Background: an optimization exercise with open tools, aiming at small area, a short achievable clock period and few clock cycles per item. Do not read the settings as production practice. Function was checked by simulation only, so behaviour that the tests miss may differ from the original. Power is estimated from default activity; no workload was simulated.

## P
## sparse_batch_accum
module sparse_batch_accum #(
  parameter int DATA_W = sparse_batch_accum_pkg::DATA_W,
  parameter int RES_W  = sparse_batch_accum_pkg::RES_W,
  parameter int IDX_W  = sparse_batch_accum_pkg::IDX_W,
  parameter int BATCH  = sparse_batch_accum_pkg::BATCH
) (
  input  logic              clk,
  input  logic              rst,
  input  logic              in_valid,
  output logic              in_ready,
  input  logic [DATA_W-1:0] in_data,
  input  logic [DATA_W-1:0] in_weight,
  input  logic [IDX_W-1:0]  in_idx,
  input  logic              in_last,
  output logic              out_valid,
  input  logic              out_ready,
  output logic [RES_W-1:0]  out_data,
  output logic [IDX_W-1:0]  out_idx,
  output logic              out_last,
  output logic [sparse_batch_accum_pkg::bw(BATCH+1)-1:0] sample_cnt
  , output logic            sat_flag
);
Size: about 0.030 mm2 of cells after synthesis.
export LEC_CHECK = 0
export CAP_MARGIN = 20
export CORE_MARGIN = 2
export CORE_UTILIZATION = 55
export CTS_CLUSTER_DIAMETER = 80
export CTS_CLUSTER_SIZE = 25
export SETUP_SLACK_MARGIN = 5
export SLEW_MARGIN = 20
create_clock -name core_clock -period 8.0 [get_ports {clk}]
standard.sh (not shown) runs the stock make flow with config.mk's settings and CLKGATE_MAP_FILE= SYNTH_SCRIPT=/design/flow/synth_recipe.tcl, a recipe that flattens the netlist after the stock synthesis.
==> flow/flow/run.sh <==
#!/bin/bash
set -euo pipefail
bash standard.sh SETUP_SLACK_MARGIN=5.5 finish > flow_standard.log 2>&1
P: done, clean on timing, DRC and antenna
Testbench counts of P, summed over its fixed seeds: cycles 5,226, items 4,650.
--- input diff P..Q ---
==> flow/run.sh (new file) <==
#!/bin/bash
# synth_recipe.tcl (not shown) runs the flow's synth.tcl, then flattens the netlist and writes it again
# the make line also repeats each setting of config.mk as NAME=value (left out here)
make -C /OpenROAD-flow-scripts/flow DESIGN_CONFIG=/design/flow/config.mk WORK_HOME=/design/flow/orfs CLKGATE_MAP_FILE= SYNTH_SCRIPT=/design/flow/synth_recipe.tcl finish
removed: flow/flow/run.sh
removed: flow/standard.sh
[summary]
Going from P to Q, routed wire length shrinks by 3400 um.
Per the comparison of Q with P, placer congestion estimate grew by 0.024; period utilization now larger.
Sort P and Q by worst path arrival time desc -> top: Q
In Q, the final worst-path setup slack came out 0.016 ns below the value in P.
Area of all placed cells without fillers: higher on P

---

Another version of the RTL of sparse_batch_accum (not shown whole).
For scale: ~2000 cells after synthesis, roughly 71 I/O pins, about 31000 um^2 of cells after synthesis.
==> flow/config.mk <==
export PLATFORM = sky130hd
export DESIGN_NAME = sparse_batch_accum
export DESIGN_NICKNAME = sparse_batch_accum
export VERILOG_FILES = /design/flow/design.v
export SDC_FILE = /design/flow/constraint.sdc
export NUM_CORES = 4
export LEC_CHECK = 0
export CAP_MARGIN = 20
export CORE_MARGIN = 2
export CORE_UTILIZATION = 70
export CTS_CLUSTER_DIAMETER = 80
export CTS_CLUSTER_SIZE = 25
export SETUP_SLACK_MARGIN = 5
export SLEW_MARGIN = 20
==> flow/constraint.sdc <==
create_clock -name core_clock -period 8.0 [get_ports {clk}]
set_input_delay 1.6000 -clock core_clock [delete_from_list [all_inputs] [get_ports {clk}]]
set_output_delay 1.6000 -clock core_clock [all_outputs]
set_load 0.01 [all_outputs]
==> flow/flow/run.sh <==
#!/bin/bash
set -euo pipefail
bash standard.sh SETUP_SLACK_MARGIN=5.5 finish > flow_standard.log 2>&1
The starting point completed with no timing, DRC or antenna violations.
Testbench counts at the start, summed over its fixed seeds: cycles 5,258, items 4,650.
Next try:
CORE_UTILIZATION = 55   (was 70)
Result: The changed run produced a clean layout. Setup slack improved by 0.035 ns. Critical path depth stays the same. Area after synthesis stays the same. Wire length falls by about 8%. Non-clock buffer count decreases by 10. Global-route usage decreases by 9.5 points. First-iteration DRC count went down by 42%. Final area drops by 1.4%. Cell count came out higher by about 6%. Total power came out lower by 6.1%. Sequential cell count does not change.
Next try:
==> flow/run.sh (new file) <==
#!/bin/bash
# synth_recipe.tcl (not shown) runs the flow's synth.tcl, then flattens the netlist and writes it again
# the make line also repeats each setting of config.mk as NAME=value (left out here)
make -C /OpenROAD-flow-scripts/flow DESIGN_CONFIG=/design/flow/config.mk WORK_HOME=/design/flow/orfs CLKGATE_MAP_FILE= SYNTH_SCRIPT=/design/flow/synth_recipe.tcl finish
removed: flow/flow/run.sh
removed: flow/standard.sh
=> The new run produced a clean layout. Worst hold slack improved by 0.0061 ns. Wire length drops by 1.5%. Cell area drops by 2.4%. Sequential power climbs by about 1%. Clock skew drops by 0.0069 ns. Worst setup slack got worse by 0.11 ns. Die area is unchanged.

---

Another version of the RTL of sparse_batch_accum (not shown whole).
For scale: roughly 71 I/O pins.
clock: 8.0 ns
lec_check: 0
abc_area: 1
cap_margin: 20
core_margin: 2
core_utilization: 55
cts_cluster_diameter: 80
cts_cluster_size: 25
setup_slack_margin: 5
slew_margin: 20
==> flow/flow/run.sh <==
#!/bin/bash
set -euo pipefail
bash standard.sh SETUP_SLACK_MARGIN=5.5 finish > flow_standard.log 2>&1
Testbench counts at the start, summed over its fixed seeds: cycles 5,226, items 4,650.
Next try:
==> flow/flow/run.sh (replaced) <==
#!/bin/bash
set -euo pipefail
bash standard.sh SETUP_SLACK_MARGIN=5.8 finish > flow_standard.log 2>&1
--- a/flow/config.mk
+++ b/flow/config.mk
@@ -8 +7,0 @@
-export ABC_AREA = 1
Result: The changed run completed without violations; final area rises slightly; total power rises by a little under a tenth; combinational power rises by roughly a tenth; core utilization rises by 5.6 points; hold slack gets better by 24 ps; area after synthesis falls by a little under a tenth; routed wire length falls by a little under a tenth; final cell count falls by a quarter to a third; die area falls by a little under a tenth.

---

Another version of the RTL of sparse_batch_accum (not shown whole).
Size: roughly 2700 cells after synthesis, ~700 flip-flops, about 71 I/O pins.
clock: 8.0 ns
lec_check: 0
abc_area: 1
cap_margin: 20
core_margin: 2
core_utilization: 55
setup_slack_margin: 5
slew_margin: 20
run.sh (not shown) runs the stock make flow with config.mk's settings and CLKGATE_MAP_FILE= SYNTH_SCRIPT=/design/flow/synth_recipe.tcl, a recipe that flattens the netlist after the stock synthesis.
Stock flow here: none of the scripts above is used.
The baseline went through all stages and came out clean.
Testbench counts at the start, summed over its fixed seeds: cycles 5,290, items 4,650.
Next try:
--- a/flow/config.mk
+++ b/flow/config.mk
@@ -6,5 +6,4 @@
 export NUM_CORES = 4
 export LEC_CHECK = 0
-export ABC_AREA = 1
 export CAP_MARGIN = 20
 export CORE_MARGIN = 2
=>
- The changed run completed with no timing, DRC or antenna violations
- cell area came out lower by about 0.8%
- critical path depth went up by 14
- total power shrinks by 0.55%
- routed wire length fell by about 10%
- maximum frequency came out lower by 5.7%
- global-route usage shrinks by 1.0 points
- worst setup slack is worse by 0.18 ns
- register-to-register slack is worse by 0.29 ns
- synthesized area falls by 4.1%

-- static timing again, ports no longer ideal --
In the flow no input, the clock included, has a driving cell. The finished layouts below were timed again as built, in two steps.
Step 1 sets driving cells, clkbuf_16 on the clock port and buf_2 on the other inputs (assumed; they add their load-dependent delay and slew).
Step 2 also shifts input and output timing later by t, the mid clock arrival at the registers, as if the neighbouring blocks saw the same clock.
Slacks: no drivers / after step 1 / after step 2; pairs: no drivers / after step 1.
| run | shift t [ns] | setup WS [ns] | pins driven straight from the clock port |
|---|---|---|---|
| P | 0.644 | 4.960 / 4.901 / 4.923 | 1 |
| Q | 0.645 | 4.944 / 4.944 / 4.418 | 1 |
| the first run of note 2 | 0.649 | 5.105 / 5.046 / 4.911 | 1 |
| the second run of note 2 | 0.642 | 5.140 / 5.077 / 4.910 | 1 |
| the third run of note 2 | 0.655 | 5.035 / 4.973 / 4.450 | 1 |
| the first run of note 3 | 0.653 | 5.060 / 4.998 / 4.914 | 1 |
| the second run of note 3 | 0.677 | 4.932 / 4.908 / 4.932 | 1 |
| the first run of note 4 | 0.659 | 5.033 / 4.971 / 4.585 | 1 |
| the second run of note 4 | 0.657 | 4.856 / 4.856 / 4.599 | 1 |
After both steps setup and hold are still met in every run listed. For the third run of note 2, which loses most, drivers alone change the setup slack by -0.062 ns; drivers and shift together by -0.585 ns.
